Source: an optimization exercise on an open RTL-to-GDS flow (aim: small area, a short achievable clock period and few clock cycles per item). Production flows keep margins and buffers that such runs may drop. In this exercise RTL edits were held to simulation tests only and were not proved equivalent to the original. Power is estimated from default activity; no workload was simulated.

## flow/design.v (module list and top-level ports; edited modules follow where they fit)
// module mac_adder_tree: 26 lines
// module mac_pipe: 3126 lines
module mac_pipe (
  input  logic               clk,
  input  logic               rst,
  input  logic               in_valid,
  output logic               in_ready,
  input  logic               in_first,
  input  logic               in_last,
  input  logic [71:0]        kernel_in,
  input  logic [71:0]        map_in,
  input  logic signed [31:0] bias,
  input  logic [4:0]         shift,
  output logic               out_valid,
  input  logic               out_ready,
  output logic signed [7:0]  mac_out
);
  // ...
==> flow/run.sh <==
#!/bin/bash
# synth_recipe.tcl (not shown) runs the flow's synth.tcl, then flattens the netlist and writes it again
# the make line also repeats each setting of config.mk as NAME=value (left out here)
make -C /OpenROAD-flow-scripts/flow DESIGN_CONFIG=/design/flow/config.mk WORK_HOME=/design/flow/orfs CLKGATE_MAP_FILE= SYNTH_SCRIPT=/design/flow/synth_recipe.tcl finish
==> flow/config.mk <==
export PLATFORM = sky130hd
export DESIGN_NAME = mac_pipe
export DESIGN_NICKNAME = mac_pipe
export VERILOG_FILES = /design/flow/design.v
export SDC_FILE = /design/flow/constraint.sdc
export NUM_CORES = 4
export LEC_CHECK = 0
export ABC_AREA = 1
export CAP_MARGIN = 20
export CORE_MARGIN = 2
export CORE_UTILIZATION = 40
export SETUP_SLACK_MARGIN = 4.0
export SLEW_MARGIN = 20
==> flow/constraint.sdc <==
create_clock -name core_clock -period 7.5 [get_ports {clk}]
set_input_delay 1.5000 -clock core_clock [delete_from_list [all_inputs] [get_ports {clk}]]
set_output_delay 1.5000 -clock core_clock [all_outputs]
set_load 0.01 [all_outputs]
==> flow_summary.toml, run 1 <==
[run_status]
status = "complete, no violations"

[sta]
setup_slack_ps = 3921
max_freq_mhz = 279.4
finalSetupTns_ps = 0
finalSetupViolCount = 0

[synthesis]
synthTopCellsByCount = "nand2_1 (957), inv_1 (952), fa_1 (590)"
synthSimpleGateAreaFrac_pct = 16.48
ys_ff_latch = 323
synthXorXnorAreaFrac_pct = 1.508
syn_inst = 3520
syn-num-nets = 4354
synth_adder_area_share_pct = 41.47

[worst_hold_path]
holdCritPathClass = "flop to flop"
holdCritStartpoint = "c4_shift[1]"

[global_routing]
met3_usage_pct = 4.234
grt_pass1_wl_um = 137700
busiest_layer = "met2"
gr-total-overflow = 0

[layout]
fillerInstances = 7273
final-clk-cell-share_pct = 3.961
dominant_cells = "multi-input combinational cells"
final_nets = 4420
diodes = 0
final_area_um2 = 35030
largest_reg_flops = 148

[power_and_ir_drop]
comb_power_uw = 9730
vdd_drop_max_mv = 0.4305
leakagePower_uw = 0.01831

[die]
std_cell_rows = 100
coreArea_um2 = 74570

[clock_network]
clk_latency_ps = 590
h-tree-depth = 2
clk_pin_slew_ps = 60

[flow_run]
maxCapViolCount = 0

[detailed_routing]
ant_nets = 0
drtIter0Drc = 1483
highest_layer = "met4"

[placement]
post-place-ws_ps = 2455

[critical_path]
r2r_start = "t4[74]"
worstSetupPathDepth = 11
path_buf_inv = 6
Testbench counts, summed over its fixed seeds: cycles 7,044, items 7,012.
==> run 2, diff against run 1 <==
==> flow/flow/run.sh (new file) <==
#!/bin/bash
# Layout flow: the standard flow with two changes.
#  1. After the standard synthesis, flow/polarity.py re-chooses which full
#     adders work on complemented signals, so fewer inverters sit between
#     adders (registers and all other cells are left as synthesis made them).
#  2. Ports are buffered with sky130_fd_sc_hd__buf_1 instead of the default
#     pick; timing repair still resizes them as needed.
# Each tool's output goes to a log file of its own in this folder.
set -euo pipefail
R=orfs/results/${FLOW_PLATFORM:-sky130hd}/mac_pipe/base
bash standard.sh "$(pwd)/$R/1_2_yosys.v" > synth.log 2>&1
cp "$R/1_2_yosys.v" 1_2_yosys.standard.v
python3 flow/polarity.py 1_2_yosys.standard.v "$R/1_2_yosys.v" > polarity.log 2>&1
BUFFER_PORTS_ARGS="-buffer_cell sky130_fd_sc_hd__buf_1" bash standard.sh finish > layout.log 2>&1
==> flow/flow/polarity.py (new file) <==
#!/usr/bin/env python3
"""Re-choose the polarity of full adders in a mapped sky130 netlist.

A full adder is self-dual: complementing its three inputs complements both
outputs. Yosys's extract_fa picks each adder's polarity on its own, which
leaves inverters between adders. This script treats each fa_1 cell as free to
work on complemented signals, removes the inverters between cells, picks the
polarities by local search to need as few inverters as possible, and writes
the netlist back with one inverter per signal that some load needs inverted.

Usage: polarity.py IN.v OUT.v
"""
import random
import re
import sys

OUT_PINS = {"X", "Y", "Q", "Q_N", "SUM", "COUT", "HI", "LO"}
INV_RE = re.compile(r"^sky130_fd_sc_hd__(inv|clkinv)_\d+$")
FA_RE = re.compile(r"^sky130_fd_sc_hd__fa_\d+$")

src = open(sys.argv[1]).read()

# Split into the module header/body and the cell instances.
inst_re = re.compile(
    r"^(\s*)(sky130_fd_sc_hd__\w+)\s+(\S+)\s*\((.*?)\);\s*$", re.S | re.M)
pin_re = re.compile(r"\.(\w+)\(\s*(.*?)\s*\)(?=\s*,|\s*$)", re.S)

cells = []  # dict(type, name, pins: {pin: net}, span)
for m in inst_re.finditer(src):
    pins = {}
    for p, n in pin_re.findall(m.group(4)):
        pins[p] = n.strip()
    cells.append({"type": m.group(2), "name": m.group(3), "pins": pins,
                  "span": m.span()})

fixed = set()
hdr = re.search(r"module\s+\w+\s*\((.*?)\);", src, re.S)
ports = [p.strip() for p in hdr.group(1).split(",")]
for decl in re.finditer(r"^\s*(input|output|inout)\s+(\[[^\]]*\]\s*)?(\S+)\s*;", src, re.M):
    fixed.add(decl.group(3))
for a in re.finditer(r"^\s*assign\s+(.*?)\s*=\s*(.*?)\s*;", src, re.M):
    for side in (a.group(1), a.group(2)):
        for tok in re.findall(r"\\\S+|[A-Za-z_][\w$]*(?:\s*\[\d+\])?", side):
            fixed.add(tok.replace(" ", ""))

def base(net):
    return re.sub(r"\s*\[\d+\]$", "", net)

def is_fixed(net):
    return net in fixed or base(net) in fixed

driver = {}
loads = {}
for ci, c in enumerate(cells):
    for p, n in c["pins"].items():
        if p in OUT_PINS:
            driver[n] = (ci, p)
        else:
            loads.setdefault(n, []).append((ci, p))

# Removable inverters: output not fixed.
removable = set()
for ci, c in enumerate(cells):
    if INV_RE.match(c["type"]) and not is_fixed(c["pins"]["Y"]):
        removable.add(ci)

def root_of(net):
    k = 0
    while net in driver and driver[net][0] in removable:
        net = cells[driver[net][0]]["pins"]["A"]
        k ^= 1
    return net, k

# Group consumers by root.
roots = {}
for ci, c in enumerate(cells):
    if ci in removable:
        continue
    for p, n in c["pins"].items():
        if p in OUT_PINS:
            continue
        r, k = root_of(n)
        roots.setdefault(r, []).append((ci, p, k))

fa_idx = [ci for ci, c in enumerate(cells) if FA_RE.match(c["type"])]
flippable = set()
for ci in fa_idx:
    outs = [cells[ci]["pins"].get("SUM"), cells[ci]["pins"].get("COUT")]
    if not any(o is None or is_fixed(o) for o in outs):
        flippable.add(ci)

# Roots whose consumers are all removable-inverter-free fixed nets are handled
# the same way. Nets driven by removable inverters but read only by fixed nets
# cannot occur (fixed nets keep their driver).
flip = {ci: 0 for ci in flippable}

def drv_pol(r):
    d = driver.get(r)
    if d is None:
        return 0
    return flip.get(d[0], 0)

def cost_root(r):
    dp = drv_pol(r)
    for ci, p, k in roots[r]:
        if dp ^ k ^ flip.get(ci, 0):
            return 1
    return 0

# roots each FA touches
touch = {ci: set() for ci in flippable}
for r, cons in roots.items():
    d = driver.get(r)
    if d is not None and d[0] in flippable:
        touch[d[0]].add(r)
    for ci, p, k in cons:
        if ci in flippable:
            touch[ci].add(r)
# FA outputs that nobody reads still are roots of nothing; fine.

def total():
    return sum(cost_root(r) for r in roots)

orig_inv = len(removable)
best = None
best_cost = None
rng = random.Random(1)
order = sorted(flippable)
for trial in range(8):
    for ci in order:
        flip[ci] = 0 if trial == 0 else rng.randint(0, 1)
    improved = True
    while improved:
        improved = False
        rng.shuffle(order)
        for ci in order:
            before = sum(cost_root(r) for r in touch[ci])
            flip[ci] ^= 1
            after = sum(cost_root(r) for r in touch[ci])
            if after < before:
                improved = True
            elif after == before and rng.random() < 0.1:
                pass
            else:
                flip[ci] ^= 1
    c = total()
    if best_cost is None or c < best_cost:
        best_cost = c
        best = dict(flip)
flip = best
print(f"polarity: {len(flippable)} adders, {orig_inv} inverters removed, "
      f"{best_cost} inverters added", file=sys.stderr)

# Rewrite.
newpins = {}  # ci -> {pin: net}
new_cells = []
new_wires = []
for i, (r, cons) in enumerate(sorted(roots.items())):
    dp = drv_pol(r)
    inv_net = None
    for ci, p, k in cons:
        need_inv = dp ^ k ^ flip.get(ci, 0)
        if need_inv:
            if inv_net is None:
                inv_net = f"polinv_n{i}"
                new_wires.append(inv_net)
                new_cells.append(f"  sky130_fd_sc_hd__inv_1 polinv_{i} (\n    .A({r} ),\n    .Y({inv_net})\n  );\n")
            net = inv_net
        else:
            net = r
        newpins.setdefault(ci, {})[p] = net

out = []
pos = 0
for ci, c in enumerate(cells):
    s, e = c["span"]
    out.append(src[pos:s])
    pos = e
    if ci in removable:
        continue
    pins = dict(c["pins"])
    pins.update(newpins.get(ci, {}))
    body = ",\n".join(f"    .{p}({n} )" for p, n in pins.items())
    out.append(f"  {c['type']} {c['name']} (\n{body}\n  );")
out.append(src[pos:])
text = "".join(out)
# declare new wires and add new cells before endmodule
decl = "".join(f"  wire {w};\n" for w in new_wires)
text = re.sub(r"(module\s+\w+\s*\(.*?\);\n)", lambda m: m.group(1) + decl, text, count=1, flags=re.S)
idx = text.rfind("endmodule")
text = text[:idx] + "".join(new_cells) + text[idx:]
open(sys.argv[2], "w").write(text)
==> flow/standard.sh (new file) <==
#!/bin/bash
# synth_recipe.tcl (not shown) runs the flow's synth.tcl, then flattens the netlist and writes it again
# the make line also repeats each setting of config.mk as NAME=value (left out here)
make -C /OpenROAD-flow-scripts/flow DESIGN_CONFIG=/design/flow/config.mk WORK_HOME=/design/flow/orfs CLKGATE_MAP_FILE= SYNTH_SCRIPT=/design/flow/synth_recipe.tcl "${@:-finish}"
removed: flow/run.sh
==> run 2 against run 1 <==
Compared with the run above: power increased by 0.70%; worst setup slack better by 93 ps; flip-flop and latch count did not move; clock skew is 16 ps lower; utilization is 0.40 points lower; sequential share of layout area increased by 1.5 points; hold slack improved by 4.1 ps; final cell count shrank 12%; critical path depth shrank 4; sequential power is 1% higher; first-iteration DRC count fell by 24%; largest power group unchanged.
==> flow_summary.toml, run 2 <==
[sta]
slew_headroom_pct = 52.31
hold_violations = 0
setup_slack_ps = 4014
slew_viol_final = 0
worst_clock_skew_ps = 31.09
hold_ws_ps = 324.8
max_freq_mhz = 286.8
finalSetupViolCount = 0
tightest_slew_ps = 714.4
finalSetupTns_ps = 0
finalCriticalPeriod_ps = 3486
min_period_over_period_pct = 46.48
grt_setup_unrepaired = "no"

[clock_network]
h-tree-depth = 2
cts_tree = "built"
cts-root-buf = "clkbuf_16"
numCtsBuffers = 36
cts_max_path_buffers = 3
clk_pin_slew_ps = 60
cts-hold-fix-buffers = 0
clk_latency_ps = 570
cts.sinks = 323

[critical_path]
cp_max_fo = 8
cp-endpoint = "t4[18]"
required_ps = 7960
r2r_slack_ps = 4130
timing.rr.end = "w_a[10]"
r2r_cells = 8
start_kind = "primary input"
setup.worst_path.start = "kernel_in[42]"
r2r_start = "t4[74]"
path_class = "primary input to flop"
cp-end-kind = "flop"
arrival_ps = 3940

[flow_run]
maxCapViolCount = 0

[placement]
post-place-ws_ps = 2898
port_buffers = 196
dpl.cell_count = 3945
dpl.hpwl_um = 71870
finalWeightedCongestion = 0.9428

[power_and_ir_drop]
pwr-share-clk_pct = 12.4
leakagePower_uw = 0.01493
pwr-share-seq_pct = 19.7
p_int_uw = 7978
switching_share_pct = 45.68
vdd_drop_max_mv = 0.4730
power_frac_comb_pct = 68.0
p_sw_uw = 6710
powerDensity_nw_per_um2 = 451.1

[layout]
final_nets = 3883
largestRegisters = "t4 (148), q_mem (40)"
top_register = "t4"
largest_reg_flops = 148
multi_input_area_um2 = 19770
area_growth_syn_to_layout_pct = 15.44
layout_commonest_cell = "nand2_1"
layout_common_cells = "nand2_1 (833), inv_1 (408), fa_1 (355)"
diodes = 0
post_route_cells_drive_above_1_share_pct = 20.48
area.sequential_um2 = 7138
fin_cells = 4016
fillerInstances = 6740
postLayoutCoreUtil_pct = 46.57

[synthesis]
post_synth.cell_area_avg_um2 = 9.429
synth_area_um2 = 28200
ys_warn_count = 2
syn-num-nets = 3825
syn_inst = 2991

[global_routing]
gr-total-overflow = 0
grt_pass1_wl_um = 127900
antenna_found_initial = 7
use_met2_pct = 42.53
grt_pass1_vias = 21990
grt_usage_pct = 23.49
busiest_layer = "met2"
grt_max_degree = 54
met3_usage_pct = 3.990
use_met1_pct = 27.58

[detailed_routing]
viasPerCell = 4.967
ant_nets = 0
wirelength_um = 83860
drc = 0
detail_route.wl_per_cell_um = 20.88
drtIter0Drc = 1128
vias = 19950
drtPass1Iterations = 5

[die]
initial_core_util_pct = 40.34
std_cell_rows = 97
ios = 197
dieArea_um2 = 72650
die_y_um = 269.5
coreArea_um2 = 69910
die_w_um = 269.5

[worst_hold_path]
holdPathStages = 0
holdCritPathClass = "flop to flop"

[run_status]
status = "complete, no violations"
run 2: changes by cell type in the layout (fill, tap and decap cells not counted), moves of 31 or more:
cell,delta
buf_1,+51
buf_4,+41
clkdlybuf4s50_1,-43
fa_1,-105
fa_2,+105
inv_1,-459
inv_2,-69
nand2_1,-36
nand2_4,+31
run 2: final cells by class:
type                       instances  share of cell area [%]
clock buffer                      52                   3.274
clock inverter                    13                  0.5034
inverter                         433                   5.027
multi-input combinational       2046                   60.71
sequential                       323                   21.92
tap                              940                   3.612
timing repair buffer             206                   4.877
timing repair inverter             3                 0.06917
run 2: how the worst min path moves through the flow:
stage | startpoint | to
3_5_place_dp | w_shift[4] | a_shift[4]
3_3_place_gp | w_shift[4] | a_shift[4]
6_report | w_shift[3] | a_shift[3]
5_1_grt | c4_shift[1] | w_shift[1]
2_1_floorplan | w_shift[0] | a_shift[0]
4_1_cts | w_shift[3] | a_shift[3]
run 2: per-layer routing:
layer / up-vias / share of wire (%) / routed length [um]
met5: - / 0.12 / 99
met4: 14 / 4.3 / 3635
met3: 230 / 5.0 / 4218
met2: 596 / 52 / 43310
met1: 10150 / 39 / 32600
li1: 8961 / - / -
run 2: worst max-delay path, stage by stage:
cell and delay (ps):
buf_4 190, nand2_1 110, fa_2 470, fa_2 590
fa_2 460, fa_2 580, inv_1 40
run 2: metrics by stage:
stage | power, uW | cell area [um^2]
after detailed placement | 13040 | 30450
after global placement | 12790 | 30450
after floorplan | 10280 | 31290
final | 14690 | 32560
after global routing | 16570 | 32560
after CTS | 14960 | 32140
run 2: power groups by stage:
| stage | sequential (uW) | combinational (uW) | clock [uW] |
|---|---|---|---|
| floorplan | 2760 | 7520 | 0 |
| global placement | 2920 | 9870 | 0 |
| detailed placement | 2930 | 10100 | 0 |
| CTS | 2900 | 10200 | 1870 |
| global route | 2950 | 11700 | 1930 |
| finish | 2890 | 9980 | 1820 |
run 2: what timing repair did:
item                       4_1_cts  5_1_grt
resized for setup              252      163
setup endpoints to repair      124       76
hold endpoints to repair         0        0
gates cloned                     1        2
pin swaps                        0       50
buffers inserted                 2        1
==> run 3, diff against run 2 <==
--- a/flow/flow/polarity.py
+++ b/flow/flow/polarity.py
@@ -82,17 +82,45 @@
         r, k = root_of(n)
         roots.setdefault(r, []).append((ci, p, k))
 
+AREA = {"inv_1": 3.7536, "nand2_1": 3.7536, "and2_1": 6.256, "nor2_1": 3.7536,
+        "or2_1": 6.256, "nand3_1": 5.0048, "and3_1": 6.256, "nor3_1": 5.0048,
+        "or3_1": 6.256, "xor2_1": 8.7584, "xnor2_1": 8.7584,
+        "a21oi_1": 5.0048, "a21o_1": 7.5072, "o21ai_0": 5.0048, "o21a_1": 7.5072,
+        "nand2b_1": 6.256, "and2b_1": 7.5072, "nor2b_1": 6.256, "or2b_1": 7.5072}
+COMP = {}
+for a, b in [("nand2_1", "and2_1"), ("nor2_1", "or2_1"), ("nand3_1", "and3_1"),
+             ("nor3_1", "or3_1"), ("xor2_1", "xnor2_1"), ("a21oi_1", "a21o_1"),
+             ("o21ai_0", "o21a_1"), ("nand2b_1", "and2b_1"), ("nor2b_1", "or2b_1")]:
+    COMP[a] = b
+    COMP[b] = a
+INV_COST = AREA["inv_1"]
+
+def short(t):
+    return t.replace("sky130_fd_sc_hd__", "")
+
+def outpin(c):
+    return [p for p in c["pins"] if p in OUT_PINS][0]
+
 fa_idx = [ci for ci, c in enumerate(cells) if FA_RE.match(c["type"])]
 flippable = set()
 for ci in fa_idx:
     outs = [cells[ci]["pins"].get("SUM"), cells[ci]["pins"].get("COUT")]
     if not any(o is None or is_fixed(o) for o in outs):
         flippable.add(ci)
+gate_flip_cost = {}
+for ci, c in enumerate(cells):
+    t = short(c["type"])
+    if t in COMP and ci not in removable:
+        outs = [p for p in c["pins"] if p in OUT_PINS]
+        if len(outs) == 1 and not is_fixed(c["pins"][outs[0]]):
+            gate_flip_cost[ci] = AREA[COMP[t]] - AREA[t]
 
 # Roots whose consumers are all removable-inverter-free fixed nets are handled
 # the same way. Nets driven by removable inverters but read only by fixed nets
 # cannot occur (fixed nets keep their driver).
 flip = {ci: 0 for ci in flippable}
+for ci in gate_flip_cost:
+    flip[ci] = 0
 
 def drv_pol(r):
     d = driver.get(r)
@@ -103,15 +131,18 @@
 def cost_root(r):
     dp = drv_pol(r)
     for ci, p, k in roots[r]:
-        if dp ^ k ^ flip.get(ci, 0):
-            return 1
+        if dp ^ k ^ (flip.get(ci, 0) if ci in flippable else 0):
+            return INV_COST
     return 0
 
+def var_cost(ci):
+    return gate_flip_cost.get(ci, 0) if flip[ci] else 0
+
 # roots each FA touches
-touch = {ci: set() for ci in flippable}
+touch = {ci: set() for ci in flip}
 for r, cons in roots.items():
     d = driver.get(r)
-    if d is not None and d[0] in flippable:
+    if d is not None and d[0] in flip:
         touch[d[0]].add(r)
     for ci, p, k in cons:
         if ci in flippable:
@@ -119,37 +150,56 @@
 # FA outputs that nobody reads still are roots of nothing; fine.
 
 def total():
-    return sum(cost_root(r) for r in roots)
+    return sum(cost_root(r) for r in roots) + sum(var_cost(ci) for ci in flip)
 
 orig_inv = len(removable)
 best = None
 best_cost = None
 rng = random.Random(1)
-order = sorted(flippable)
-for trial in range(8):
+order = sorted(flip)
+import math
+
+def local_delta(ci):
+    before = sum(cost_root(r) for r in touch[ci]) + var_cost(ci)
+    flip[ci] ^= 1
+    after = sum(cost_root(r) for r in touch[ci]) + var_cost(ci)
+    flip[ci] ^= 1
+    return after - before
+
+for trial in range(6):
     for ci in order:
-        flip[ci] = 0 if trial == 0 else rng.randint(0, 1)
+        flip[ci] = 0
+    cur = total()
+    moves = 400 * len(order)
+    t0, t1 = 6.0, 0.05
+    for step in range(moves):
+        temp = t0 * (t1 / t0) ** (step / moves)
+        ci = order[rng.randrange(len(order))]
+        d = local_delta(ci)
+        if d <= 0 or rng.random() < math.exp(-d / temp):
+            flip[ci] ^= 1
+            cur += d
+    # greedy finish
     improved = True
     while improved:
         improved = False
-        rng.shuffle(order)
         for ci in order:
-            before = sum(cost_root(r) for r in touch[ci])
-            flip[ci] ^= 1
-            after = sum(cost_root(r) for r in touch[ci])
-            if after < before:
+            d = local_delta(ci)
+            if d < -1e-9:
+                flip[ci] ^= 1
+                cur += d
                 improved = True
-            elif after == before and rng.random() < 0.1:
-                pass
-            else:
-                flip[ci] ^= 1
     c = total()
+    print(f"  trial {trial}: cost {c:.1f}", file=sys.stderr)
     if best_cost is None or c < best_cost:
         best_cost = c
         best = dict(flip)
 flip = best
+n_inv = sum(1 for r in roots if cost_root(r))
+n_gate = sum(1 for ci in gate_flip_cost if flip[ci])
 print(f"polarity: {len(flippable)} adders, {orig_inv} inverters removed, "
-      f"{best_cost} inverters added", file=sys.stderr)
+      f"{n_inv} inverters added, {n_gate} gates swapped for their complement, "
+      f"cost {best_cost:.1f} um2 vs {orig_inv * INV_COST:.1f}", file=sys.stderr)
 
 # Rewrite.
 newpins = {}  # ci -> {pin: net}
@@ -159,7 +209,7 @@
     dp = drv_pol(r)
     inv_net = None
     for ci, p, k in cons:
-        need_inv = dp ^ k ^ flip.get(ci, 0)
+        need_inv = dp ^ k ^ (flip.get(ci, 0) if ci in flippable else 0)
         if need_inv:
             if inv_net is None:
                 inv_net = f"polinv_n{i}"
@@ -180,8 +230,15 @@
         continue
     pins = dict(c["pins"])
     pins.update(newpins.get(ci, {}))
+    typ = c["type"]
+    if ci in gate_flip_cost and flip[ci]:
+        t2 = COMP[short(typ)]
+        typ = "sky130_fd_sc_hd__" + t2
+        op = outpin(c)
+        newop = "X" if op == "Y" else "Y"
+        pins = {(newop if p == op else p): n for p, n in pins.items()}
     body = ",\n".join(f"    .{p}({n} )" for p, n in pins.items())
-    out.append(f"  {c['type']} {c['name']} (\n{body}\n  );")
+    out.append(f"  {typ} {c['name']} (\n{body}\n  );")
 out.append(src[pos:])
 text = "".join(out)
 # declare new wires and add new cells before endmodule
==> run 3 against run 2 <==
Compared with the run above: hold slack got worse by 2.3 ps; non-clock buffer count grew 9; utilization grew 0.11 points; area after synthesis shrank 1.0%; global-route usage rose by 1.5 points; sequential power up 1%; final cell count decreased by 5.9%; critical path type unchanged; critical endpoint is now t4[35]; highest routed layer unchanged.
==> flow_summary.toml, run 3 <==
[sta]
hold_ws_ps = 322.5
finalCriticalPeriod_ps = 3488
tightest_slew_ps = 703.5
finalSetupTns_ps = 0
min_period_over_period_pct = 46.50
finalSetupViolCount = 0
max_freq_mhz = 286.7
hold_violations = 0
worst_clock_skew_ps = 23.76
slew_viol_final = 0
slew_headroom_pct = 53.10
grt_setup_unrepaired = "yes"

[clock_network]
cts.sinks = 323
h-tree-depth = 2
numCtsBuffers = 38
cts_tree = "built"
cts-root-buf = "clkbuf_16"
clk_pin_slew_ps = 60
clk_latency_ps = 570
cts_max_path_buffers = 3
cts-hold-fix-buffers = 0

[layout]
multi_input_area_um2 = 20170
top_register = "t4"
area.sequential_um2 = 7139
postLayoutCoreUtil_pct = 46.69
largestRegisters = "t4 (148), q_mem (40)"
final_nets = 3651
diodes = 0
largest_reg_flops = 148
post_route_cells_drive_above_1_share_pct = 21.43
area_growth_syn_to_layout_pct = 15.13
fillerInstances = 6409
layout_commonest_cell = "nand2_1"
fin_cells = 3778
layout_common_cells = "nand2_1 (650), fa_1 (383), dfxtp_1 (227)"

[die]
coreArea_um2 = 68830
die_y_um = 268.1
dieArea_um2 = 71900
std_cell_rows = 96
ios = 197
initial_core_util_pct = 40.55
die_w_um = 268.1

[global_routing]
antenna_found_initial = 5
gr-total-overflow = 0
grt_pass1_vias = 22010
grt_max_degree = 54
grt_usage_pct = 24.96
grt_pass1_wl_um = 132400

[placement]
dpl.hpwl_um = 74430
dpl.cell_count = 3693
finalWeightedCongestion = 0.9566
port_buffers = 196

[detailed_routing]
drtIter0Drc = 990
met2_length_um = 45330
wl_met3_um = 4692
drtPass1Iterations = 5
drc = 0
wl_met1_um = 33360
ant_nets = 0
vias = 19460
detail_route.wl_per_cell_um = 23.00
wirelength_um = 86910
viasPerCell = 5.151
highest_layer = "met5"

[worst_hold_path]
holdPathStages = 0
holdCritPathClass = "flop to flop"

[synthesis]
post_synth.cell_area_avg_um2 = 10.16
synth_area_um2 = 27910
ys_warn_count = 2
syn-num-nets = 3582
syn_inst = 2748

[flow_run]
maxCapViolCount = 0

[critical_path]
cp_max_fo = 8
path_class = "primary input to flop"
r2r_cells = 8
arrival_ps = 3920
start_kind = "primary input"
required_ps = 7930
cp-end-kind = "flop"

[power_and_ir_drop]
leakagePower_uw = 0.01351
vdd_drop_max_mv = 0.4696
powerDensity_nw_per_um2 = 462.5
totalPowerFinal_uw = 14860

[run_status]
status = "complete, no violations"
run 3: final cells by class:
class,instances,area share (%)
multi-input cells,2046,62.78
flip-flops and latches,323,22.22
repair buffers,215,5.023
well taps,931,3.625
clock buffers,52,3.376
inverters,190,2.255
clock inverters,18,0.6503
repair inverters,3,0.07009
run 3: per-stage QoR:
| stage | area [um^2] | setup WS, ps |
|---|---|---|
| global placement | 29840 | 2911 |
| CTS | 31620 | 3998 |
| detailed placement | 29840 | 2868 |
| floorplan | 30330 | 3616 |
| global route | 32130 | 3995 |
| finish | 32130 | 4012 |
run 3: path summary, 6_finish.rpt:
kind,from,endpoint,slack [ps]
worst max register to register,t4[60],w_a[9],4120
min in group asynchronous,rst,n_out[0],1090
max in group asynchronous,rst,acc[3],5900
worst min-delay path,c4_last,w_last,320
worst max-delay path,kernel_in[51],t4[35],4010
worst min register to register,c4_last,w_last,320
run 3: per-layer routing:
metal | GRT usage (%) | up-vias
met4 | 9.135 | 10
met1 | 29.55 | 10060
met3 | 4.288 | 227
li1 | - | 8486
met5 | 0 | -
met2 | 45.35 | 675
run 3: power by group:
| part | leakage (uW) | switching, uW | total, uW | internal, uW |
|---|---|---|---|---|
| Clock | 0.000633 | 785 | 1890 | 1100 |
| Combinational | 0.00996 | 5560 | 10000 | 4490 |
| Sequential | 0.00292 | 458 | 2930 | 2480 |
| Total | 0.0135 | 6800 | 14900 | 8060 |
run 3: worst max-delay path, stage by stage:
cell	delay [ps]
buf_4	160
and2_4	170
fa_2	590
fa_2	490
fa_2	610
fa_1	410
run 3: what timing repair did:
| item | in CTS | in global routing |
|---|---|---|
| pin swaps | 9 | 80 |
| resized for setup | 255 | 179 |
| cloned | 1 | 2 |
| setup buffers | 2 | 10 |
| endpoints found under the setup margin | 133 | 73 |
==> run 4, diff against run 3 <==
--- a/flow/config.mk
+++ b/flow/config.mk
@@ -9,5 +9,5 @@
 export CAP_MARGIN = 20
 export CORE_MARGIN = 2
 export CORE_UTILIZATION = 40
-export SETUP_SLACK_MARGIN = 4.0
+export SETUP_SLACK_MARGIN = 4.3
 export SLEW_MARGIN = 20
==> run 4 against run 3 <==
Compared with the run above: routed wire length grew 1.0%; critical path depth is the same; count of clock-buffer cells in the layout is the same; combinational power grew 6%; sequential power is essentially flat; die area is the same; utilization grew 3.5 points; clock skew shrank 4.1 ps.
==> flow_summary.toml, run 4 <==
[layout]
postLayoutCoreUtil_pct = 50.23
fillerInstances = 6149
largest_reg_flops = 148
top_register = "t4"
layout_common_cells = "nand2_1 (543), fa_2 (321), fa_1 (269)"
largestRegisters = "t4 (148), q_mem (40)"
post_route_cells_drive_above_1_share_pct = 32.36
final_nets = 3679
layout_commonest_cell = "nand2_1"
diodes = 0
fin_cells = 3805
area_growth_syn_to_layout_pct = 23.88

[sta]
finalCriticalPeriod_ps = 3492
grt_setup_unrepaired = "yes"
slew_viol_final = 0
max_freq_mhz = 286.4
slew_headroom_pct = 53.64
min_period_over_period_pct = 46.56
finalSetupTns_ps = 0
worst_clock_skew_ps = 19.61
tightest_slew_ps = 695.3
finalSetupViolCount = 0
hold_violations = 0

[critical_path]
required_ps = 7920
start_kind = "primary input"
r2r_slack_ps = 4220
cp-end-kind = "flop"
crit_path_max_incr_delay_ps = 650
crit_slowest_cell = "fa_2"
arrival_ps = 3910
cp_cell_sequence = "buf_8 > and2_4 > fa_2 > fa_2 > fa_2 > fa_2"
cp_max_fo = 8
critical_path.most_common_cell = "fa_2"
path_class = "primary input to flop"

[detailed_routing]
vias = 19610
ant_nets = 0
wirelength_um = 87780
detail_route.wl_per_cell_um = 23.07
drtIter0Drc = 1099
viasPerCell = 5.154
drtPass1Iterations = 6
drc = 0

[clock_network]
cts_tree = "built"
cts_max_path_buffers = 3
cts.sinks = 323
clk_pin_slew_ps = 60
numCtsBuffers = 38
cts-root-buf = "clkbuf_16"
clk_latency_ps = 560
h-tree-depth = 2

[synthesis]
ys_warn_count = 2
syn_inst = 2748
synth_area_um2 = 27910
post_synth.cell_area_avg_um2 = 10.16
syn-num-nets = 3582

[die]
coreArea_um2 = 68830
std_cell_rows = 96
ios = 197
die_y_um = 268.1
die_w_um = 268.1
initial_core_util_pct = 40.55
dieArea_um2 = 71900

[flow_run]
maxCapViolCount = 0

[run_status]
status = "complete, no violations"

[global_routing]
grt_pass1_vias = 22200
antenna_found_initial = 2
gr-total-overflow = 0
grt_usage_pct = 25.07
grt_max_degree = 54
grt_pass1_wl_um = 133300

[power_and_ir_drop]
switching_share_pct = 44.95
pwr-share-clk_pct = 12.7
leakagePower_uw = 0.01432
power_frac_comb_pct = 68.3
vdd_drop_max_mv = 0.4398
p_sw_uw = 6970
p_int_uw = 8536
pwr-share-seq_pct = 19.0
powerDensity_nw_per_um2 = 448.5

[placement]
dpl.cell_count = 3694
finalWeightedCongestion = 0.9819
dpl.hpwl_um = 74340
port_buffers = 196

[worst_hold_path]
holdCritPathClass = "flop to flop"
## run 4: cell type report
type                       instances  area, um^2  share of cell area, %
multi-input combinational       2046       21050                  60.89
sequential                       323        7154                  20.69
timing repair buffer             244        3098                  8.961
tap                              931        1165                  3.369
clock buffer                      52        1116                  3.228
inverter                         190       735.7                  2.128
clock inverter                    17       239.0                 0.6912
timing repair inverter             2       15.01                0.04343
## run 4: critical path, delay by kind of cell
kind	cells	cell delay, ps
adder cells (fa/ha/maj)	4	2120
AND/OR/NAND/NOR	1	160
buffers and inverters	1	130
## run 4: power by group through the flow
stage,logic [uW],registers [uW],clock network (uW)
floorplan,7410,2770,0
global placement,9880,2970,0
detailed placement,10100,2980,0
CTS,10600,2940,2020
global route,12100,3010,2090
finish,10600,2940,1970
## run 4: repair_timing
action | 4_1_cts | 5_1_grt
setup endpoints to repair | 185 | 147
gates cloned | 2 | 0
resized for setup | 803 | 219
pin swaps | 230 | 190
buffers inserted | 20 | 20
hold buffers | 0 | 0
## run 4: path summary, 6_finish.rpt
kind                                from       end  cells past startpoint
min in group asynchronous            rst  n_out[0]                      3
setup reg to reg                  t4[74]   w_a[10]                      8
hold / removal                  c4_first   w_first                      0
max in group asynchronous            rst   q_rd[3]                      3
hold reg to reg                 c4_first   w_first                      0
setup / recovery           kernel_in[27]    t4[35]                      6
## run 4: layer usage
metal	up-vias	global-route usage [%]	part of all wire, %
met5	-	0	0.015
met4	2	8.682	3.5
met3	206	4.325	5.6
met2	652	45.73	53
met1	10190	29.69	38
li1	8567	-	-
## run 4: stage by stage
stage / hold WS (ps) / instance area [um^2] / power [uW] / setup slack (ps)
after floorplan: 309.6 / 30370 / 10180 / 3616
after global placement: 317.7 / 29880 / 12850 / 2961
after detailed placement: 312.1 / 29880 / 13130 / 2928
after CTS: 320.7 / 33700 / 15530 / 4052
after global routing: 327.5 / 34570 / 17200 / 4007
final: 318.9 / 34570 / 15510 / 4008
==> run 5, diff against run 4 <==
--- a/flow/config.mk
+++ b/flow/config.mk
@@ -8,6 +8,6 @@
 export ABC_AREA = 1
 export CAP_MARGIN = 20
 export CORE_MARGIN = 2
-export CORE_UTILIZATION = 40
-export SETUP_SLACK_MARGIN = 4.3
+export CORE_UTILIZATION = 60
+export SETUP_SLACK_MARGIN = 3.7
 export SLEW_MARGIN = 20
==> run 5 against run 4 <==
Compared with the run above: still clean; final cell count shrank 9.6%; maximum frequency decreased by 8.5%; area after synthesis is the same; register-to-register slack got worse by 270 ps; via count rose by 0.59%; clock skew is essentially flat; synthesized cell count stayed put; worst setup slack lost 320 ps; first-iteration DRC count is 41% higher; non-clock buffer count shrank 40; routed wire length is 7.6% lower; critical endpoint is now t4[6]; largest cell class unchanged; largest power group unchanged.
==> flow_summary.toml, run 5 <==
[clock_network]
cts_tree = "built"
numCtsBuffers = 36
cts-hold-fix-buffers = 0
clk_pin_slew_ps = 60
cts-root-buf = "clkbuf_16"
clk_latency_ps = 560
h-tree-depth = 2
cts.sinks = 323
cts_max_path_buffers = 3

[detailed_routing]
viasPerCell = 5.738
ant_nets = 0
vias = 19730
drtPass1Iterations = 5
detail_route.wl_per_cell_um = 23.60
drc = 0
wirelength_um = 81140
drtIter0Drc = 1549

[synthesis]
post_synth.cell_area_avg_um2 = 10.16
synth_area_um2 = 27910
syn_inst = 2748
ys_warn_count = 2
syn-num-nets = 3582

[critical_path]
path_class = "primary input to flop"
cp_cell_sequence = "buf_1 > nand2_1 > fa_1 > fa_1 > fa_1 > fa_1 > inv_1"
critical_path.most_common_cell = "fa_1"
crit_path_max_incr_delay_ps = 550
required_ps = 7930
cp_max_fo = 8
start_kind = "primary input"
arrival_ps = 4250
cp-end-kind = "flop"
crit_slowest_cell = "fa_1"

[power_and_ir_drop]
leakagePower_uw = 0.01309
powerDensity_nw_per_um2 = 475.4
vdd_drop_max_mv = 0.4237

[run_status]
status = "complete, no violations"

[die]
coreArea_um2 = 46260
die_y_um = 219.7
ios = 197
dieArea_um2 = 48260
initial_core_util_pct = 60.33
die_w_um = 219.7
std_cell_rows = 79

[global_routing]
grt_pass1_wl_um = 123200
grt_usage_pct = 35.05
gr-total-overflow = 0
use_met2_pct = 61.42
busiest_layer = "met2"
met3_usage_pct = 6.101
grt_pass1_vias = 21590
grt_max_degree = 54
use_met1_pct = 42.39
antenna_found_initial = 2

[sta]
min_period_over_period_pct = 50.87
finalCriticalPeriod_ps = 3815
max_freq_mhz = 262.1
worst_clock_skew_ps = 19.71
tightest_slew_ps = 838.0
grt_setup_unrepaired = "no"
hold_violations = 0
finalSetupViolCount = 0
finalSetupTns_ps = 0
slew_viol_final = 0
slew_headroom_pct = 44.14

[placement]
port_buffers = 196
dpl.hpwl_um = 69040
finalWeightedCongestion = 0.9870
dpl_cell_area_um2 = 28840
dpl.cell_count = 3369

[layout]
area_growth_syn_to_layout_pct = 8.312
post_route_cells_drive_above_1_share_pct = 9.823
final_nets = 3637
layout_commonest_cell = "nand2_1"
top_register = "t4"
fillerInstances = 3682
fin_cells = 3438
largestRegisters = "t4 (148), q_mem (40)"
postLayoutCoreUtil_pct = 65.35
largest_reg_flops = 148
final_area_um2 = 30230
layout_common_cells = "nand2_1 (695), fa_1 (555), dfxtp_1 (230)"

[worst_hold_path]
holdCritPathClass = "flop to flop"

[flow_run]
maxCapViolCount = 0
run 5: per-stage QoR:
step	setup slack, ps	hold WS, ps	power [uW]
4_1_cts	3701	330.6	14550
3_5_place_dp	3024	314.3	12690
3_3_place_gp	3042	311.3	12350
6_report	3685	328.6	14370
5_1_grt	3700	338.5	16130
2_1_floorplan	3616	309.6	10050
run 5: final timing paths:
path                               start  cells past startpoint    endpoint  slack (ps)
max reg2reg                      w_first                     14     acc[26]        3950
min reg2reg                  c4_shift[2]                      0  w_shift[2]         330
min                          c4_shift[2]                      0  w_shift[2]         330
max in group asynchronous            rst                      3     acc[29]        5900
max                        kernel_in[26]                      7       t4[6]        3680
min in group asynchronous            rst                      3       a_res        1120
run 5: repair_timing:
action	CTS	global route
buffers inserted	0	1
pin swaps	0	0
setup endpoints to repair	11	57
endpoints found under the hold margin	0	0
gates resized for setup	36	68
cloned	0	2
run 5: routing by layer:
layer  up-vias  part of all wire (%)  routed length [um]
met5         -                 0.070                  57
met4         2                   5.2                4251
met3       283                   6.8                5545
met2       911                    51               41290
met1     10070                    37               29990
li1       8458                     -                   -
run 5: power by group:
group | internal [uW] | switching, uW
registers | 2480 | 456
logic | 4240 | 5380
clock network | 1060 | 757
run 5: area by class of cell:
class	instances	area, um^2	share of cell area (%)
multi-input cells	2046	19450	64.34
flip-flops and latches	323	7136	23.61
clock buffers	48	1037	3.431
repair buffers	204	920.9	3.046
well taps	607	759.5	2.512
inverters	190	720.7	2.384
clock inverters	17	187.7	0.6209
repair inverters	2	15.01	0.04967
diodes	1	2.502	0.008278
run 5: worst max-delay path, delay by kind of cell:
family	cells	cell delay, ps
buf+inv	2	470
fa+ha+maj	4	2130
simple gates	1	150
==> run 6, diff against run 5 <==
--- a/flow/config.mk
+++ b/flow/config.mk
@@ -5,9 +5,8 @@
 export SDC_FILE = /design/flow/constraint.sdc
 export NUM_CORES = 4
 export LEC_CHECK = 0
-export ABC_AREA = 1
 export CAP_MARGIN = 20
 export CORE_MARGIN = 2
 export CORE_UTILIZATION = 60
-export SETUP_SLACK_MARGIN = 3.7
+export SETUP_SLACK_MARGIN = 4.0
 export SLEW_MARGIN = 20
==> run 6 against run 5 <==
Compared with the run above: still clean; combinational power increased by 6%; non-clock buffer count increased by 5; maximum frequency increased by 8.5%; synthesized cell count decreased by 16%; critical path type unchanged; largest power group unchanged.
==> flow_summary.toml, run 6 <==
[layout]
post_route_cells_drive_above_1_share_pct = 20.40
largestRegisters = "t4 (148), q_mem (40)"
area_growth_syn_to_layout_pct = 14.41
final_nets = 3331
largest_reg_flops = 148
layout_common_cells = "fa_1 (439), nand2_1 (430), dfxtp_1 (225)"
postLayoutCoreUtil_pct = 69.37
top_register = "t4"
fillerInstances = 3344
fin_cells = 3126
layout_commonest_cell = "fa_1"

[die]
initial_core_util_pct = 60.63
die_y_um = 217.9
die_w_um = 217.9
dieArea_um2 = 47490
ios = 197
coreArea_um2 = 45280
std_cell_rows = 78

[flow_run]
maxCapViolCount = 0

[clock_network]
cts-root-buf = "clkbuf_16"
cts.sinks = 323
h-tree-depth = 2
numCtsBuffers = 37
clk_pin_slew_ps = 60
cts-hold-fix-buffers = 0
clk_latency_ps = 570
cts_tree = "built"
cts_max_path_buffers = 3

[run_status]
status = "complete, no violations"

[detailed_routing]
vias = 18410
drtPass1Iterations = 5
wirelength_um = 80620
drtIter0Drc = 1386
ant_nets = 0
viasPerCell = 5.889
drc = 0
detail_route.wl_per_cell_um = 25.79

[global_routing]
grt_pass1_vias = 20370
antenna_found_initial = 0
grt_pass1_wl_um = 122500
grt_usage_pct = 35.62
gr-total-overflow = 0
grt_max_degree = 65

[synthesis]
synth_area_um2 = 27460
ys_warn_count = 2
post_synth.cell_area_avg_um2 = 11.91
syn-num-nets = 3140
syn_inst = 2306

[sta]
hold_ws_ps = 320.1
worst_clock_skew_ps = 18.71
max_freq_mhz = 284.3
finalCriticalPeriod_ps = 3517
min_period_over_period_pct = 46.90
tightest_slew_ps = 920.6
hold_violations = 0
finalSetupViolCount = 0
grt_setup_unrepaired = "yes"
slew_viol_final = 0
finalSetupTns_ps = 0
slew_headroom_pct = 38.54

[critical_path]
start_kind = "primary input"
cp_max_fo = 8
cp_cell_sequence = "buf_4 > and2_1 > fa_2 > fa_2 > fa_1 > fa_1"
arrival_ps = 3960
crit_path_max_incr_delay_ps = 630
cp-end-kind = "flop"
required_ps = 7940
crit_slowest_cell = "fa_2"
path_class = "primary input to flop"
path_delay_family = "adder cells"
path_buf_inv = 1

[placement]
dpl.cell_count = 3051
finalWeightedCongestion = 1.037
dpl.hpwl_um = 67410
port_buffers = 196

[power_and_ir_drop]
powerDensity_nw_per_um2 = 479.6
totalPowerFinal_uw = 15070
vdd_drop_max_mv = 0.4514
leakagePower_uw = 0.01288

[worst_hold_path]
holdCritPathClass = "flop to flop"
==> run 6: final timing paths <==
path	startpoint	slack [ps]	cells past startpoint	end
worst max-delay path	kernel_in[34]	3980	6	t4[35]
worst min-delay path	c4_shift[3]	320	0	w_shift[3]
worst max register to register	t4[74]	4100	8	w_a[10]
worst min register to register	c4_shift[3]	320	0	w_shift[3]
max in group asynchronous	rst	5900	3	acc[0]
min in group asynchronous	rst	1100	3	n_out[2]
==> run 6: per-stage QoR <==
stage                     setup slack [ps]  instance area [um^2]
after floorplan                       3707                 28020
after global placement                3018                 29140
after detailed placement              2986                 29140
after CTS                             4002                 30950
after global routing                  3967                 31410
final                                 3983                 31410
==> run 6: what timing repair did <==
item,4_1_cts,5_1_grt
gates cloned,1,0
gates resized for setup,248,157
pin swaps,17,97
endpoints found under the setup margin,162,89
buffers inserted,2,4
==> run 6: final cells by class <==
| class | instances | area (um^2) | share of cell area, % |
|---|---|---|---|
| multi-input combinational | 1789 | 20180 | 64.25 |
| sequential | 323 | 7149 | 22.76 |
| timing repair buffer | 209 | 1521 | 4.843 |
| clock buffer | 47 | 1036 | 3.298 |
| tap | 600 | 750.7 | 2.390 |
| inverter | 137 | 514.2 | 1.637 |
| clock inverter | 20 | 256.5 | 0.8165 |
| antenna | 1 | 2.502 | 0.007966 |
==> run 6: layer usage <==
layer  vias to the layer above  global-route usage (%)  part of all wire (%)  wire length (um)
met3                       233                   8.466                   8.0              6446
met4                         0                   13.79                   4.3              3434
met5                         -                       0                     0                 0
met2                       903                   60.14                    50             40130
li1                       7762                       -                     -                 -
met1                      9511                   44.72                    38             30610
==> run 6: worst register-to-register path: cells and delay by family, from the launching register on <==
family	cells	cell delay, ps
adders and majority gates	6	2900
DFF	1	310
and+or+nand+nor	1	80
buffers and inverters	1	40
==> run 6: power breakdown <==
group / leakage, uW / switching (uW) / internal, uW
Sequential: 0.00292 / 498 / 2460
Clock: 0.000627 / 784 / 1110
Combinational: 0.00934 / 5490 / 4730
Total: 0.0129 / 6770 / 8290
==> run 7, diff against run 6 <==
--- a/flow/config.mk
+++ b/flow/config.mk
@@ -5,6 +5,7 @@
 export SDC_FILE = /design/flow/constraint.sdc
 export NUM_CORES = 4
 export LEC_CHECK = 0
+export ABC_AREA = 1
 export CAP_MARGIN = 20
 export CORE_MARGIN = 2
 export CORE_UTILIZATION = 60
==> run 7 against run 6 <==
Compared with the run above: cell area shrank 0.69%; hold slack improved by 7.0 ps; worst setup slack improved by 10 ps.
==> flow_summary.toml, run 7 <==
[detailed_routing]
drc = 0
detail_route.wl_per_cell_um = 24.17
viasPerCell = 5.766
vias = 19810
drtPass1Iterations = 7
drtIter0Drc = 1829
ant_nets = 0
wirelength_um = 83040

[global_routing]
busiest_layer = "met2"
grt_pass1_wl_um = 126300
grt_usage_pct = 35.87
grt_pass1_vias = 21640
grt_max_degree = 54
antenna_found_initial = 6
gr-total-overflow = 0
use_met2_pct = 61.90
use_met1_pct = 43.09
met3_usage_pct = 6.888

[worst_hold_path]
holdCritPathClass = "flop to flop"

[power_and_ir_drop]
powerDensity_nw_per_um2 = 465.7
leakagePower_uw = 0.01328
vdd_drop_max_mv = 0.4350

[sta]
setup_slack_ps = 3993
max_freq_mhz = 285.1
finalSetupTns_ps = 0
worst_clock_skew_ps = 26.05
min_period_over_period_pct = 46.76
finalSetupViolCount = 0
grt_setup_unrepaired = "no"
slew_viol_final = 0
tightest_slew_ps = 879.5
hold_violations = 0
finalCriticalPeriod_ps = 3507
slew_headroom_pct = 41.36

[layout]
area_growth_syn_to_layout_pct = 11.79
top_register = "t4"
layout_commonest_cell = "nand2_1"
largestRegisters = "t4 (148), q_mem (40)"
multi_input_area_um2 = 20080
layout_common_cells = "nand2_1 (655), fa_1 (392), dfxtp_1 (228)"
fin_cells = 3436
area.sequential_um2 = 7141
fillerInstances = 3560
largest_reg_flops = 148
final_nets = 3639
post_route_cells_drive_above_1_share_pct = 19.66
final_area_um2 = 31200

[clock_network]
cts_max_path_buffers = 3
cts_tree = "built"
h-tree-depth = 1
clk_pin_slew_ps = 70
cts.sinks = 323
clk_latency_ps = 590
cts-root-buf = "clkbuf_16"
numCtsBuffers = 30

[placement]
post-place-ws_ps = 3021
port_buffers = 196
dpl.cell_count = 3368
finalWeightedCongestion = 1.013
dpl.hpwl_um = 70530
dpl_cell_area_um2 = 29430

[critical_path]
cp_max_fo = 8
r2r_slack_ps = 4110
arrival_ps = 3980
path_class = "primary input to flop"
required_ps = 7970
start_kind = "primary input"
cp-end-kind = "flop"

[run_status]
status = "complete, no violations"

[die]
die_y_um = 219.7
std_cell_rows = 79
initial_core_util_pct = 60.33
ios = 197
die_w_um = 219.7
coreArea_um2 = 46260
dieArea_um2 = 48260

[synthesis]
ys_warn_count = 2
synth_area_um2 = 27910
post_synth.cell_area_avg_um2 = 10.16
syn-num-nets = 3582
syn_inst = 2748

[flow_run]
maxCapViolCount = 0
run 7: worst paths after layout:
kind | start | end | cells past startpoint
worst min-delay path | w_shift[3] | a_shift[3] | 0
min in group asynchronous | rst | out_valid | 3
worst min register to register | w_shift[3] | a_shift[3] | 0
max in group asynchronous | rst | acc[3] | 3
worst max register to register | t4[74] | w_a[10] | 8
worst max-delay path | kernel_in[55] | t4[118] | 6
run 7: cell type report:
cell class,instances,area share (%)
Multi-Input combinational cell,2046,64.36
Sequential cell,323,22.89
Timing Repair Buffer,212,4.363
Clock buffer,39,2.847
Tap cell,607,2.434
Inverter,190,2.310
Clock inverter,16,0.7459
Timing Repair inverter,2,0.04813
Antenna cell,1,0.008021
run 7: stage by stage:
stage	utilization, %	hold slack (ps)	total power, uW
finish	67.44	327.0	14530
global route	67.44	342.1	16250
CTS	66.74	326.8	14680
detailed placement	63.61	312.1	12850
global placement	63.61	311.3	12500
floorplan	-	309.6	10180
run 7: critical path, cell delays in order:
cell and delay (ps):
buf_2 180, and2_4 190, fa_2 660, fa_2 480, fa_2 540, fa_2 420
run 7: per-layer routing:
layer / share of wire (%) / wire length (um)
met3: 7.1 / 5906
met4: 6.2 / 5159
met2: 50 / 41280
met5: 0.071 / 59
met1: 37 / 30640
run 7: repair_timing:
action / CTS / global route
gates cloned: 2 / 0
buffers inserted: 5 / 5
pin swaps: 2 / 31
hold buffers: 0 / 0
endpoints found under the setup margin: 134 / 56
gates resized for setup: 183 / 129
run 7: where the power goes:
group / switching, uW / total [uW] / internal, uW
clock network: 697 / 1680 / 987
registers: 481 / 2950 / 2470
logic: 5470 / 9890 / 4420
==> run 8, diff against run 7 <==
--- a/flow/config.mk
+++ b/flow/config.mk
@@ -8,6 +8,7 @@
 export ABC_AREA = 1
 export CAP_MARGIN = 20
 export CORE_MARGIN = 2
-export CORE_UTILIZATION = 60
+export CORE_UTILIZATION = 70
+export PLACE_DENSITY = 0.78
 export SETUP_SLACK_MARGIN = 4.0
 export SLEW_MARGIN = 20
==> run 8 against run 7 <==
Compared with the run above: still clean on timing, DRC and antenna; power up 7.4%; clock skew down 6.3 ps; maximum frequency down 0.55%; register-to-register slack worse by 50 ps; non-clock buffer count stayed put; via count up 6.6%; global-route usage increased by 9.0 points; area after synthesis did not move; critical path type unchanged; critical endpoint is now t4[18]; largest power group unchanged.
==> flow_summary.toml, run 8 <==
[run_status]
status = "complete, no violations"

[synthesis]
syn_inst = 2748
synth_area_um2 = 27910
syn-num-nets = 3582
post_synth.cell_area_avg_um2 = 10.16
ys_warn_count = 2

[layout]
layout_common_cells = "nand2_1 (658), fa_1 (386), dfxtp_1 (226)"
largest_reg_flops = 148
layout_commonest_cell = "nand2_1"
post_route_cells_drive_above_1_share_pct = 19.99
top_register = "t4"
area_growth_syn_to_layout_pct = 11.68
final_nets = 3640
largestRegisters = "t4 (148), q_mem (40)"

[detailed_routing]
drtIter0Drc = 2235
drc = 0
detail_route.wl_per_cell_um = 27.12
vias = 21130
wirelength_um = 91030
drtPass1Iterations = 8
ant_nets = 0
viasPerCell = 6.293

[worst_hold_path]
holdCritStartpoint = "c4_shift[1]"
holdCritPathClass = "flop to flop"

[global_routing]
grt_pass1_wl_um = 134700
gr-total-overflow = 0
grt_pass1_vias = 23300
grt_usage_pct = 44.83
antenna_found_initial = 3
grt_max_degree = 54

[die]
coreArea_um2 = 39550
ios = 197
die_y_um = 203.7
die_w_um = 203.7
initial_core_util_pct = 70.57
std_cell_rows = 73
dieArea_um2 = 41480

[clock_network]
cts-root-buf = "clkbuf_16"
h-tree-depth = 1
cts_tree = "built"
cts-hold-fix-buffers = 0
cts_max_path_buffers = 3
numCtsBuffers = 31
cts.sinks = 323
clk_pin_slew_ps = 70
clk_latency_ps = 590

[critical_path]
setup.worst_path.start = "kernel_in[37]"
r2r_start = "t4[74]"
arrival_ps = 4010
required_ps = 7980
r2r_slack_ps = 4060
cp_max_fo = 8
start_kind = "primary input"
cp-end-kind = "flop"
path_class = "primary input to flop"

[placement]
port_buffers = 196
dpl.hpwl_um = 71370
finalWeightedCongestion = 1.003

[power_and_ir_drop]
p_int_uw = 8152
powerDensity_nw_per_um2 = 500.7
vdd_drop_max_mv = 0.5923
switching_share_pct = 47.76
p_sw_uw = 7455
pwr-share-seq_pct = 19.2
power_frac_comb_pct = 70.0
pwr-share-clk_pct = 10.8
leakagePower_uw = 0.01330

[sta]
hold_ws_ps = 328.7
finalSetupTns_ps = 0
finalSetupViolCount = 0
hold_violations = 0
grt_setup_unrepaired = "no"
worst_clock_skew_ps = 19.78
max_freq_mhz = 283.6
tightest_slew_ps = 895.2
finalCriticalPeriod_ps = 3527
slew_headroom_pct = 40.32
slew_viol_final = 0
min_period_over_period_pct = 47.02

[flow_run]
maxCapViolCount = 0
run 8: changes by cell type in the layout (fill, tap and decap cells not counted), moves of 4 or more:
cell and change:
buf_2 -17, fa_1 -6, fa_2 +6, buf_4 +21, clkbuf_4 -4, clkbuf_1 +6
run 8: cell type report:
class | count | area (um^2)
Timing Repair Buffer | 212 | 1413
Fill cell | 2301 | 8381
Clock buffer | 46 | 913.4
Tap cell | 525 | 656.9
Timing Repair inverter | 2 | 15.01
Sequential cell | 323 | 7146
Clock inverter | 12 | 185.2
Inverter | 190 | 720.7
Multi-Input combinational cell | 2046 | 20120
Antenna cell | 1 | 2.502
run 8: what timing repair did:
| action | in CTS | in global routing |
|---|---|---|
| setup endpoints to repair | 136 | 61 |
| buffers inserted | 5 | 5 |
| pin swaps | 3 | 42 |
| cloned | 2 | 0 |
| gates resized for setup | 216 | 116 |
run 8: final timing paths:
path	cells past startpoint	end
setup / recovery	7	t4[18]
hold reg to reg	0	w_shift[1]
max in group asynchronous	3	acc[12]
hold / removal	0	w_shift[1]
min in group asynchronous	3	out_valid
setup reg to reg	8	w_a[10]
run 8: power by group through the flow:
stage / Combinational [uW] / Clock (uW) / Sequential, uW
after global routing: 12100 / 1760 / 3040
final: 10900 / 1690 / 2990
after detailed placement: 10100 / 0 / 3000
after CTS: 10700 / 1690 / 2980
after floorplan: 7410 / 0 / 2770
after global placement: 9470 / 0 / 2960
run 8: critical path, cell delays in order:
cell	delay [ps]
clkbuf_4	200
nand2_1	100
fa_1	490
fa_1	600
fa_2	490
fa_1	570
inv_1	50
run 8: per-layer routing:
| layer | up-vias | global-route usage [%] | routed length, um |
|---|---|---|---|
| met5 | - | 0 | 43 |
| met4 | 6 | 28.73 | 7899 |
| met3 | 586 | 11.74 | 8820 |
| met2 | 1584 | 77.60 | 45200 |
| met1 | 10480 | 48.98 | 29070 |
| li1 | 8473 | - | - |
run 8: metrics by stage:
step	instances	total power [uW]	utilization, %	instance area (um^2)	setup WS [ps]
detailed placement	3286	13070	74.14	29320	2999
finish	3357	15610	78.81	31170	3973
global route	3356	16900	78.80	31170	3961
CTS	3351	15360	77.99	30840	3970
global placement	3286	12430	74.14	29320	3070
floorplan	2748	10180	-	30330	3616

what the ideal ports hide:
In the flow no input, the clock included, has a driving cell. The finished layouts below were timed again as built, in two steps.
Step 1: set_driving_cell puts a clkbuf_16 on clk and a buf_2 on each other input, an assumption about the parent block.
Step 2 moves the port delays by t, midway between the first and last clock arrival at a register: inputs arrive t later, outputs are due t later. That takes back most of the time a late clock gives input paths.
a / b / c = ideal / step 1 / step 2; a / b = the first two.
run | t, ns | setup WS [ns] | worst setup path at the end | clock arrival spread, ns | worst register clock-pin slew, ns
run 1 | 0.619 | 3.921 / 3.911 / 3.293 | input to register | 0.055 / 0.055 | 0.07 / 0.07
run 2 | 0.615 | 4.014 / 3.971 / 3.357 | input to register | 0.034 / 0.035 | 0.07 / 0.07
run 3 | 0.611 | 4.012 / 3.985 / 3.374 | input to register | 0.025 / 0.025 | 0.07 / 0.07
run 4 | 0.609 | 4.008 / 3.987 / 3.378 | input to register | 0.030 / 0.030 | 0.07 / 0.07
run 5 | 0.608 | 3.685 / 3.654 / 3.046 | input to register | 0.031 / 0.032 | 0.07 / 0.07
run 6 | 0.621 | 3.983 / 4.010 / 3.390 | input to register | 0.021 / 0.021 | 0.07 / 0.07
run 7 | 0.635 | 3.993 / 3.979 / 3.344 | input to register | 0.027 / 0.027 | 0.07 / 0.07
run 8 | 0.642 | 3.973 / 3.973 / 3.331 | input to register | 0.020 / 0.020 | 0.07 / 0.07
After both steps setup and hold are still met in every run listed. For run 2, which loses most, drivers alone change the setup slack by -0.043 ns; drivers and shift together by -0.657 ns.
